This design comes from an exercise in tuning for small area and a short achievable clock period on the open sky130 flow, not from production work.
In this exercise RTL edits were held to simulation tests only and were not proved equivalent to the original.

==> inputs of tundra <==
==> flow/design.v (excerpt) <==
module fofb_link (
  input  logic                       ethClk,
  input  logic                       arst_n,
  input  logic                       beat_valid,
  input  logic                       beat_last,
  input  logic [32-1:0]   beat_value,
  input  logic [4-1:0]     readback_cmd,
  input  logic                       tx_ack,
  input  logic                       tx_strobe,
  input  logic                       tx_warn,
  input  logic                       rx_ready,
  input  logic                       rx_strobe,
  input  logic [7:0]                 rx_data,
  output logic                       tx_req,
  output logic [11-1:0]     tx_length,
  output logic [7:0]                 data_tx,
  output logic                       record_valid,
  output logic [7:0]                 record_supply,
  output logic [32-1:0]   record_value,
  output logic                       hdr_bad
);
  logic                     pending;
  logic                     sent;
  logic                     rd_done;
  logic [32-1:0] head;
  logic [6:0]               len_half;
  logic [64-1:0] nonce;    
  assign tx_length = {3'b000, len_half, 1'b0};
  setpoint_stash u_stash (
    .ethClk     (ethClk),
    .arst_n     (arst_n),
    .beat_valid (beat_valid),
    .beat_last  (beat_last),
    .beat_value (beat_value),
    .rd_done    (rd_done),
    .sent       (sent),
    .pending    (pending),
    .head       (head),
    .len_half   (len_half)
  );
  setpoint_tx u_tx (
    .ethClk       (ethClk),
    .arst_n       (arst_n),
    .pending      (pending),
    .head         (head),
    .rd_done     (rd_done),
    .sent         (sent),
  ...
==> module setpoint_tx, before the edit <==
module setpoint_tx (
  input  logic                         ethClk,
  input  logic                         arst_n,
  input  logic                         pending,
  input  logic [32-1:0]     head,
  output logic                         rd_done,
  output logic                         sent,
  input  logic [4-1:0]       readback_cmd,
  output logic                         tx_req,
  input  logic                         tx_ack,
  input  logic                         tx_strobe,
  input  logic                         tx_warn,
  output logic [7:0]                   data_tx,
  output logic [64-1:0]     nonce
);
  localparam int CMD_W = 4;
  logic       busy;
  logic       in_hdr;    
  logic [3:0] pos;       
  logic [4:0] sidx;      
  logic [7:0] cur;       
  logic       is_cmd;    
  logic [7:0] nxt;
  logic       step;
  assign step     = busy && tx_strobe && tx_warn;
  assign rd_done  = step && !in_hdr && (pos == 4'd4);
  always_comb begin
    nxt = 8'h00;
    if (in_hdr) begin
      case (pos)
        4'd0:    nxt = 16'h7631 & 8'hff;
        4'd3:    nxt = nonce[63:56];
        4'd4:    nxt = nonce[55:48];
        4'd5:    nxt = nonce[47:40];
        4'd6:    nxt = nonce[39:32];
        4'd7:    nxt = nonce[31:24];
        4'd8:    nxt = nonce[23:16];
        4'd9:    nxt = nonce[15:8];
        4'd10:   nxt = nonce[7:0];
        default: nxt = 8'h00;
      endcase
    end else begin
      case (pos)
        4'd0:    nxt = {3'b000, sidx};
        4'd1:    nxt = head[31:24];
        4'd2:    nxt = head[23:16];
        4'd3:    nxt = head[15:8];
        4'd4:    nxt = head[7:0];
        default: nxt = 8'h00;
      endcase
    end
  end
  assign data_tx = {cur[7:4], cur[3:0] | (is_cmd ? readback_cmd : 4'h0)};
  always_ff @(posedge ethClk or negedge arst_n) begin
    if (!arst_n) begin
      busy   <= 1'b0;
      sent   <= 1'b0;
      tx_req <= 1'b0;
      nonce  <= '0;
    end else begin
      sent <= 1'b0;
      if (busy) begin
        if (tx_ack) begin
          tx_req <= 1'b0;
        end
        if (tx_strobe && !tx_warn) begin
          busy <= 1'b0;   
          sent <= 1'b1;
        end
      end else if (pending && !sent) begin
        busy   <= 1'b1;
        tx_req <= 1'b1;
        nonce  <= nonce + 1'b1;
      end
    end
  end
  always_ff @(posedge ethClk) begin
    if (!busy) begin
      in_hdr <= 1'b1;
      pos    <= '0;
      sidx   <= '0;
      cur    <= 16'h7631 >> 8;
      is_cmd <= 1'b0;
    end else if (step) begin
      cur    <= nxt;
      is_cmd <= in_hdr && (pos == 4'd2);
      if (in_hdr) begin
        if (pos == 4'(12 - 1)) begin
          in_hdr <= 1'b0;
          pos    <= '0;
        end else begin
          pos <= pos + 1'b1;
        end
      end else if (pos == 4'(6 - 1)) begin
        pos  <= '0;
        sidx <= sidx + 1'b1;
      end else begin
        pos <= pos + 1'b1;
      end
    end
  end
endmodule
==> module readback_rx, before the edit <==
module readback_rx (
  input  logic                       ethClk,
  input  logic                       arst_n,
  input  logic                       rx_ready,
  input  logic                       rx_strobe,
  input  logic [7:0]                 rx_data,
  input  logic [4-1:0]     readback_cmd,
  input  logic [64-1:0]   nonce,
  output logic                       record_valid,
  output logic [7:0]                 record_supply,
  output logic [32-1:0]   record_value,
  output logic                       hdr_bad
);
  logic       in_hdr;
  logic [3:0] pos;
  logic [7:0] expect_b;
  logic       bad;
  logic       rec_end;
  logic [31:0] held;     
  logic [7:0]  last_b;   
  always_comb begin
    case (pos)
      4'd0:    expect_b = 16'h7631 >> 8;
      4'd1:    expect_b = 16'h7631 & 8'hff;
      4'd3:    expect_b = {4'h0, readback_cmd};
      4'd4:    expect_b = nonce[63:56];
      4'd5:    expect_b = nonce[55:48];
      4'd6:    expect_b = nonce[47:40];
      4'd7:    expect_b = nonce[39:32];
      4'd8:    expect_b = nonce[31:24];
      4'd9:    expect_b = nonce[23:16];
      4'd10:   expect_b = nonce[15:8];
      4'd11:   expect_b = nonce[7:0];
      default: expect_b = 8'h00;
    endcase
  end
  assign bad     = (in_hdr || pos == 4'd0) && (rx_data != (in_hdr ? expect_b : 8'h00));
  assign rec_end = !in_hdr && pos == 4'(6 - 1);
  always_ff @(posedge ethClk or negedge arst_n) begin
    if (!arst_n) begin
      in_hdr       <= 1'b1;
      pos          <= '0;
      record_valid <= 1'b0;
      hdr_bad      <= 1'b0;
    end else begin
      record_valid <= 1'b0;
      if (rx_ready) begin
        in_hdr  <= 1'b1;
        pos     <= '0;
        hdr_bad <= 1'b0;
      end else if (rx_strobe) begin
        if (bad) begin
          hdr_bad <= 1'b1;
        end
        if (in_hdr && pos == 4'(12 - 1)) begin
          in_hdr <= 1'b0;
          pos    <= '0;
        end else if (rec_end) begin
          pos          <= '0;
          record_valid <= 1'b1;
        end else begin
          pos <= pos + 1'b1;
        end
      end
    end
  end
  always_ff @(posedge ethClk) begin
    last_b <= rx_data;
    if (rx_strobe && !rec_end) begin
      held <= {held[23:0], rx_data};
    end
  end
  assign record_supply = held[31:24];
  assign record_value  = {held[23:0], last_b};
endmodule
make LEC_CHECK=0 CAP_MARGIN=20 CORE_MARGIN=2 CORE_UTILIZATION=60 SETUP_SLACK_MARGIN=2.6 SLEW_MARGIN=20 finish   # period 5.0 ns
run.sh (not shown) runs the stock make flow with config.mk's settings and CLKGATE_MAP_FILE= SYNTH_SCRIPT=/design/flow/synth_recipe.tcl, a recipe that flattens the netlist after the stock synthesis.
==> cedar: changes against tundra <==
--- a/flow/design.v
+++ b/flow/design.v
@@ -124,52 +124,73 @@
   output logic [7:0]                   data_tx,
   output logic [64-1:0]     nonce
 );
-  localparam int CMD_W = 4;
   logic       busy;
   logic       in_hdr;    
-  logic [3:0] pos;       
+  logic [3:0] npos;      
   logic [4:0] sidx;      
   logic [7:0] cur;       
   logic       is_cmd;    
   logic [7:0] nxt;
   logic       step;
-  assign step     = busy && tx_strobe && tx_warn;
-  assign rd_done  = step && !in_hdr && (pos == 4'd4);
+  logic       start;
+  logic [6:0] ones;      
+  logic [7:0] carry;     
+  assign step    = busy && tx_strobe && tx_warn;
+  assign rd_done = step && !in_hdr && (npos == 4'd5);
+  assign start   = !busy && pending && !sent;
   always_comb begin
     nxt = 8'h00;
     if (in_hdr) begin
-      case (pos)
-        4'd0:    nxt = 16'h7631 & 8'hff;
-        4'd3:    nxt = nonce[63:56];
-        4'd4:    nxt = nonce[55:48];
-        4'd5:    nxt = nonce[47:40];
-        4'd6:    nxt = nonce[39:32];
-        4'd7:    nxt = nonce[31:24];
-        4'd8:    nxt = nonce[23:16];
-        4'd9:    nxt = nonce[15:8];
-        4'd10:   nxt = nonce[7:0];
-        default: nxt = 8'h00;
-      endcase
+      if (npos[3] || npos[2]) begin
+        if (npos != 4'd12) begin
+          case ({npos[3], npos[1:0]})
+            3'd0:    nxt = nonce[63:56];
+            3'd1:    nxt = nonce[55:48];
+            3'd2:    nxt = nonce[47:40];
+            3'd3:    nxt = nonce[39:32];
+            3'd4:    nxt = nonce[31:24];
+            3'd5:    nxt = nonce[23:16];
+            3'd6:    nxt = nonce[15:8];
+            default: nxt = nonce[7:0];
+          endcase
+        end
+      end else if (npos[1:0] == 2'd1) begin
+        nxt = 16'h7631 & 8'hff;
+      end
     end else begin
-      case (pos)
-        4'd0:    nxt = {3'b000, sidx};
-        4'd1:    nxt = head[31:24];
-        4'd2:    nxt = head[23:16];
-        4'd3:    nxt = head[15:8];
-        4'd4:    nxt = head[7:0];
-        default: nxt = 8'h00;
-      endcase
+      if (npos[2] || npos[1]) begin
+        if (npos != 4'd6) begin
+          case ({~npos[1], npos[0]})
+            2'd0:    nxt = head[31:24];
+            2'd1:    nxt = head[23:16];
+            2'd2:    nxt = head[15:8];
+            default: nxt = head[7:0];
+          endcase
+        end
+      end else begin
+        nxt = {3'b000, sidx};
+      end
     end
   end
   assign data_tx = {cur[7:4], cur[3:0] | (is_cmd ? readback_cmd : 4'h0)};
+  always_comb begin
+    carry[0] = 1'b1;
+    for (int k = 1; k < 8; k++) begin
+      carry[k] = carry[k-1] && ones[k-1];
+    end
+  end
   always_ff @(posedge ethClk or negedge arst_n) begin
     if (!arst_n) begin
       busy   <= 1'b0;
       sent   <= 1'b0;
       tx_req <= 1'b0;
       nonce  <= '0;
+      ones   <= '0;
     end else begin
       sent <= 1'b0;
+      for (int k = 0; k < 7; k++) begin
+        ones[k] <= &nonce[8*k +: 8];
+      end
       if (busy) begin
         if (tx_ack) begin
           tx_req <= 1'b0;
@@ -178,35 +199,37 @@
           busy <= 1'b0;   
           sent <= 1'b1;
         end
-      end else if (pending && !sent) begin
+      end else if (start) begin
         busy   <= 1'b1;
         tx_req <= 1'b1;
-        nonce  <= nonce + 1'b1;
+        for (int k = 0; k < 8; k++) begin
+          nonce[8*k +: 8] <= nonce[8*k +: 8] + {7'd0, carry[k]};
+        end
       end
     end
   end
   always_ff @(posedge ethClk) begin
     if (!busy) begin
       in_hdr <= 1'b1;
-      pos    <= '0;
+      npos   <= 4'd1;
       sidx   <= '0;
       cur    <= 16'h7631 >> 8;
       is_cmd <= 1'b0;
     end else if (step) begin
       cur    <= nxt;
-      is_cmd <= in_hdr && (pos == 4'd2);
+      is_cmd <= in_hdr && (npos == 4'd3);
       if (in_hdr) begin
-        if (pos == 4'(12 - 1)) begin
+        if (npos == 4'(12)) begin
           in_hdr <= 1'b0;
-          pos    <= '0;
+          npos   <= 4'd1;
         end else begin
-          pos <= pos + 1'b1;
+          npos <= npos + 1'b1;
         end
-      end else if (pos == 4'(6 - 1)) begin
-        pos  <= '0;
+      end else if (npos == 4'(6)) begin
+        npos <= 4'd1;
         sidx <= sidx + 1'b1;
       end else begin
-        pos <= pos + 1'b1;
+        npos <= npos + 1'b1;
       end
     end
   end
@@ -233,20 +256,25 @@
   logic [31:0] held;     
   logic [7:0]  last_b;   
   always_comb begin
-    case (pos)
-      4'd0:    expect_b = 16'h7631 >> 8;
-      4'd1:    expect_b = 16'h7631 & 8'hff;
-      4'd3:    expect_b = {4'h0, readback_cmd};
-      4'd4:    expect_b = nonce[63:56];
-      4'd5:    expect_b = nonce[55:48];
-      4'd6:    expect_b = nonce[47:40];
-      4'd7:    expect_b = nonce[39:32];
-      4'd8:    expect_b = nonce[31:24];
-      4'd9:    expect_b = nonce[23:16];
-      4'd10:   expect_b = nonce[15:8];
-      4'd11:   expect_b = nonce[7:0];
-      default: expect_b = 8'h00;
-    endcase
+    if (pos[3] || pos[2]) begin
+      case ({pos[3], pos[1:0]})
+        3'd0:    expect_b = nonce[63:56];
+        3'd1:    expect_b = nonce[55:48];
+        3'd2:    expect_b = nonce[47:40];
+        3'd3:    expect_b = nonce[39:32];
+        3'd4:    expect_b = nonce[31:24];
+        3'd5:    expect_b = nonce[23:16];
+        3'd6:    expect_b = nonce[15:8];
+        default: expect_b = nonce[7:0];
+      endcase
+    end else begin
+      case (pos[1:0])
+        2'd0:    expect_b = 16'h7631 >> 8;
+        2'd1:    expect_b = 16'h7631 & 8'hff;
+        2'd2:    expect_b = 8'h00;
+        default: expect_b = {4'h0, readback_cmd};
+      endcase
+    end
   end
   assign bad     = (in_hdr || pos == 4'd0) && (rx_data != (in_hdr ? expect_b : 8'h00));
   assign rec_end = !in_hdr && pos == 4'(6 - 1);
==> flow/flow/run.sh (new file) <==
#!/bin/bash
# Standard layout, with every port buffered by a plain buffer (buf_1) in
# place of the delay cell buffer_ports picks by default.
set -euo pipefail
bash standard.sh "BUFFER_PORTS_ARGS=-buffer_cell sky130_fd_sc_hd__buf_1" finish > standard_flow.log 2>&1
==> flow/standard.sh (new file) <==
#!/bin/bash
# synth_recipe.tcl (not shown) runs the flow's synth.tcl, then flattens the netlist and writes it again
# the make line also repeats each setting of config.mk as NAME=value (left out here)
make -C /OpenROAD-flow-scripts/flow DESIGN_CONFIG=/design/flow/config.mk WORK_HOME=/design/flow/orfs CLKGATE_MAP_FILE= SYNTH_SCRIPT=/design/flow/synth_recipe.tcl "${@:-finish}"
removed: flow/run.sh
==> violet: changes against tundra <==
--- a/flow/design.v
+++ b/flow/design.v
@@ -124,52 +124,73 @@
   output logic [7:0]                   data_tx,
   output logic [64-1:0]     nonce
 );
-  localparam int CMD_W = 4;
   logic       busy;
   logic       in_hdr;    
-  logic [3:0] pos;       
+  logic [3:0] npos;      
   logic [4:0] sidx;      
   logic [7:0] cur;       
   logic       is_cmd;    
   logic [7:0] nxt;
   logic       step;
-  assign step     = busy && tx_strobe && tx_warn;
-  assign rd_done  = step && !in_hdr && (pos == 4'd4);
+  logic       start;
+  logic [6:0] ones;      
+  logic [7:0] carry;     
+  assign step    = busy && tx_strobe && tx_warn;
+  assign rd_done = step && !in_hdr && (npos == 4'd5);
+  assign start   = !busy && pending && !sent;
   always_comb begin
     nxt = 8'h00;
     if (in_hdr) begin
-      case (pos)
-        4'd0:    nxt = 16'h7631 & 8'hff;
-        4'd3:    nxt = nonce[63:56];
-        4'd4:    nxt = nonce[55:48];
-        4'd5:    nxt = nonce[47:40];
-        4'd6:    nxt = nonce[39:32];
-        4'd7:    nxt = nonce[31:24];
-        4'd8:    nxt = nonce[23:16];
-        4'd9:    nxt = nonce[15:8];
-        4'd10:   nxt = nonce[7:0];
-        default: nxt = 8'h00;
-      endcase
+      if (npos[3] || npos[2]) begin
+        if (npos != 4'd12) begin
+          case ({npos[3], npos[1:0]})
+            3'd0:    nxt = nonce[63:56];
+            3'd1:    nxt = nonce[55:48];
+            3'd2:    nxt = nonce[47:40];
+            3'd3:    nxt = nonce[39:32];
+            3'd4:    nxt = nonce[31:24];
+            3'd5:    nxt = nonce[23:16];
+            3'd6:    nxt = nonce[15:8];
+            default: nxt = nonce[7:0];
+          endcase
+        end
+      end else if (npos[1:0] == 2'd1) begin
+        nxt = 16'h7631 & 8'hff;
+      end
     end else begin
-      case (pos)
-        4'd0:    nxt = {3'b000, sidx};
-        4'd1:    nxt = head[31:24];
-        4'd2:    nxt = head[23:16];
-        4'd3:    nxt = head[15:8];
-        4'd4:    nxt = head[7:0];
-        default: nxt = 8'h00;
-      endcase
+      if (npos[2] || npos[1]) begin
+        if (npos != 4'd6) begin
+          case ({~npos[1], npos[0]})
+            2'd0:    nxt = head[31:24];
+            2'd1:    nxt = head[23:16];
+            2'd2:    nxt = head[15:8];
+            default: nxt = head[7:0];
+          endcase
+        end
+      end else begin
+        nxt = {3'b000, sidx};
+      end
     end
   end
   assign data_tx = {cur[7:4], cur[3:0] | (is_cmd ? readback_cmd : 4'h0)};
+  always_comb begin
+    carry[0] = 1'b1;
+    for (int k = 1; k < 8; k++) begin
+      carry[k] = carry[k-1] && ones[k-1];
+    end
+  end
   always_ff @(posedge ethClk or negedge arst_n) begin
     if (!arst_n) begin
       busy   <= 1'b0;
       sent   <= 1'b0;
       tx_req <= 1'b0;
       nonce  <= '0;
+      ones   <= '0;
     end else begin
       sent <= 1'b0;
+      for (int k = 0; k < 7; k++) begin
+        ones[k] <= &nonce[8*k +: 8];
+      end
       if (busy) begin
         if (tx_ack) begin
           tx_req <= 1'b0;
@@ -178,35 +199,37 @@
           busy <= 1'b0;   
           sent <= 1'b1;
         end
-      end else if (pending && !sent) begin
+      end else if (start) begin
         busy   <= 1'b1;
         tx_req <= 1'b1;
-        nonce  <= nonce + 1'b1;
+        for (int k = 0; k < 8; k++) begin
+          nonce[8*k +: 8] <= nonce[8*k +: 8] + {7'd0, carry[k]};
+        end
       end
     end
   end
   always_ff @(posedge ethClk) begin
     if (!busy) begin
       in_hdr <= 1'b1;
-      pos    <= '0;
+      npos   <= 4'd1;
       sidx   <= '0;
       cur    <= 16'h7631 >> 8;
       is_cmd <= 1'b0;
     end else if (step) begin
       cur    <= nxt;
-      is_cmd <= in_hdr && (pos == 4'd2);
+      is_cmd <= in_hdr && (npos == 4'd3);
       if (in_hdr) begin
-        if (pos == 4'(12 - 1)) begin
+        if (npos == 4'(12)) begin
           in_hdr <= 1'b0;
-          pos    <= '0;
+          npos   <= 4'd1;
         end else begin
-          pos <= pos + 1'b1;
+          npos <= npos + 1'b1;
         end
-      end else if (pos == 4'(6 - 1)) begin
-        pos  <= '0;
+      end else if (npos == 4'(6)) begin
+        npos <= 4'd1;
         sidx <= sidx + 1'b1;
       end else begin
-        pos <= pos + 1'b1;
+        npos <= npos + 1'b1;
       end
     end
   end
@@ -233,20 +256,25 @@
   logic [31:0] held;     
   logic [7:0]  last_b;   
   always_comb begin
-    case (pos)
-      4'd0:    expect_b = 16'h7631 >> 8;
-      4'd1:    expect_b = 16'h7631 & 8'hff;
-      4'd3:    expect_b = {4'h0, readback_cmd};
-      4'd4:    expect_b = nonce[63:56];
-      4'd5:    expect_b = nonce[55:48];
-      4'd6:    expect_b = nonce[47:40];
-      4'd7:    expect_b = nonce[39:32];
-      4'd8:    expect_b = nonce[31:24];
-      4'd9:    expect_b = nonce[23:16];
-      4'd10:   expect_b = nonce[15:8];
-      4'd11:   expect_b = nonce[7:0];
-      default: expect_b = 8'h00;
-    endcase
+    if (pos[3] || pos[2]) begin
+      case ({pos[3], pos[1:0]})
+        3'd0:    expect_b = nonce[63:56];
+        3'd1:    expect_b = nonce[55:48];
+        3'd2:    expect_b = nonce[47:40];
+        3'd3:    expect_b = nonce[39:32];
+        3'd4:    expect_b = nonce[31:24];
+        3'd5:    expect_b = nonce[23:16];
+        3'd6:    expect_b = nonce[15:8];
+        default: expect_b = nonce[7:0];
+      endcase
+    end else begin
+      case (pos[1:0])
+        2'd0:    expect_b = 16'h7631 >> 8;
+        2'd1:    expect_b = 16'h7631 & 8'hff;
+        2'd2:    expect_b = 8'h00;
+        default: expect_b = {4'h0, readback_cmd};
+      endcase
+    end
   end
   assign bad     = (in_hdr || pos == 4'd0) && (rx_data != (in_hdr ? expect_b : 8'h00));
   assign rec_end = !in_hdr && pos == 4'(6 - 1);
==> results.json <==
{
  "postSynthCellCount": 1787,
  "start_util": 0.605,
  "power_w": 0.0292,
  "period_share": 0.493,
  "critPathBufInv": 2,
  "multi_input_area_share": 0.0884,
  "synth_cell_type_count": 69,
  "p_per_area_nw_per_um2": 638,
  "numCtsBuffers": 111,
  "postCtsSetupBuffers": 34,
  "switching_share": 0.236,
  "synthSimpleGateAreaFrac": 0.0312,
  "clk_share": 0.0815,
  "final_layout_size_suffix_gt1_frac": 0.158,
  "outcome": "finished clean",
  "cp-end-kind": "primary output",
  "yosys.area_share.adder": 0.00901
}
(the above is from violet)
==> results.json <==
{
  "power_w": 0.0279,
  "p_per_area_nw_per_um2": 616,
  "synthSimpleGateAreaFrac": 0.0374,
  "multi_input_area_share": 0.0963,
  "postCtsSetupBuffers": 25,
  "critPathBufInv": 3,
  "clk_share": 0.0738,
  "switching_share": 0.237,
  "yosys.area_share.adder": 0.00419,
  "start_util": 0.604,
  "period_share": 0.532,
  "outcome": "finished clean",
  "final_layout_size_suffix_gt1_frac": 0.140,
  "hold_viol_final": 0,
  "routed_wl_um": 60300,
  "synth_cell_type_count": 76,
  "numCtsBuffers": 109
}
(the above is from tundra)
==> results.json <==
{
  "fin_util": 0.694,
  "power_w": 0.0285,
  "postCtsSetupBuffers": 12,
  "yosys.area_share.adder": 0.00901,
  "synth_cell_type_count": 69,
  "multi_input_area_share": 0.0893,
  "synth_top_family_by_area": "compound AO/OA/AOI/OAI gates",
  "critPathBufInv": 2,
  "clk_share": 0.0815,
  "postSynthCellCount": 1787,
  "numCtsBuffers": 112,
  "outcome": "finished clean"
}
(the above is from cedar)

[separate check: timing with driven ports]
Ports are ideal in the flow. The routed layouts listed here were re-timed in OpenROAD.
Step 1: set_driving_cell puts a clkbuf_16 on ethClk and a buf_2 on each other input, an assumption about the parent block.
Step 2 also shifts input and output timing later by t, the mid clock arrival at the registers, as if the neighbouring blocks saw the same clock.
Slacks: no drivers / after step 1 / after step 2; pairs: no drivers / after step 1.
| run | t (ns) | setup slack, ns | worst setup path at the end |
|---|---|---|---|
| tundra | 0.709 | 2.342 / 2.342 / 1.915 | input to register |
| cedar | 0.715 | 2.539 / 2.492 / 2.120 | input to register |
| violet | 0.708 | 2.533 / 2.487 / 2.082 | input to register |
After both steps setup and hold are still met in every run listed. The setup slack of violet, which loses most, moves by -0.046 ns with the drivers and by -0.451 ns with both steps.
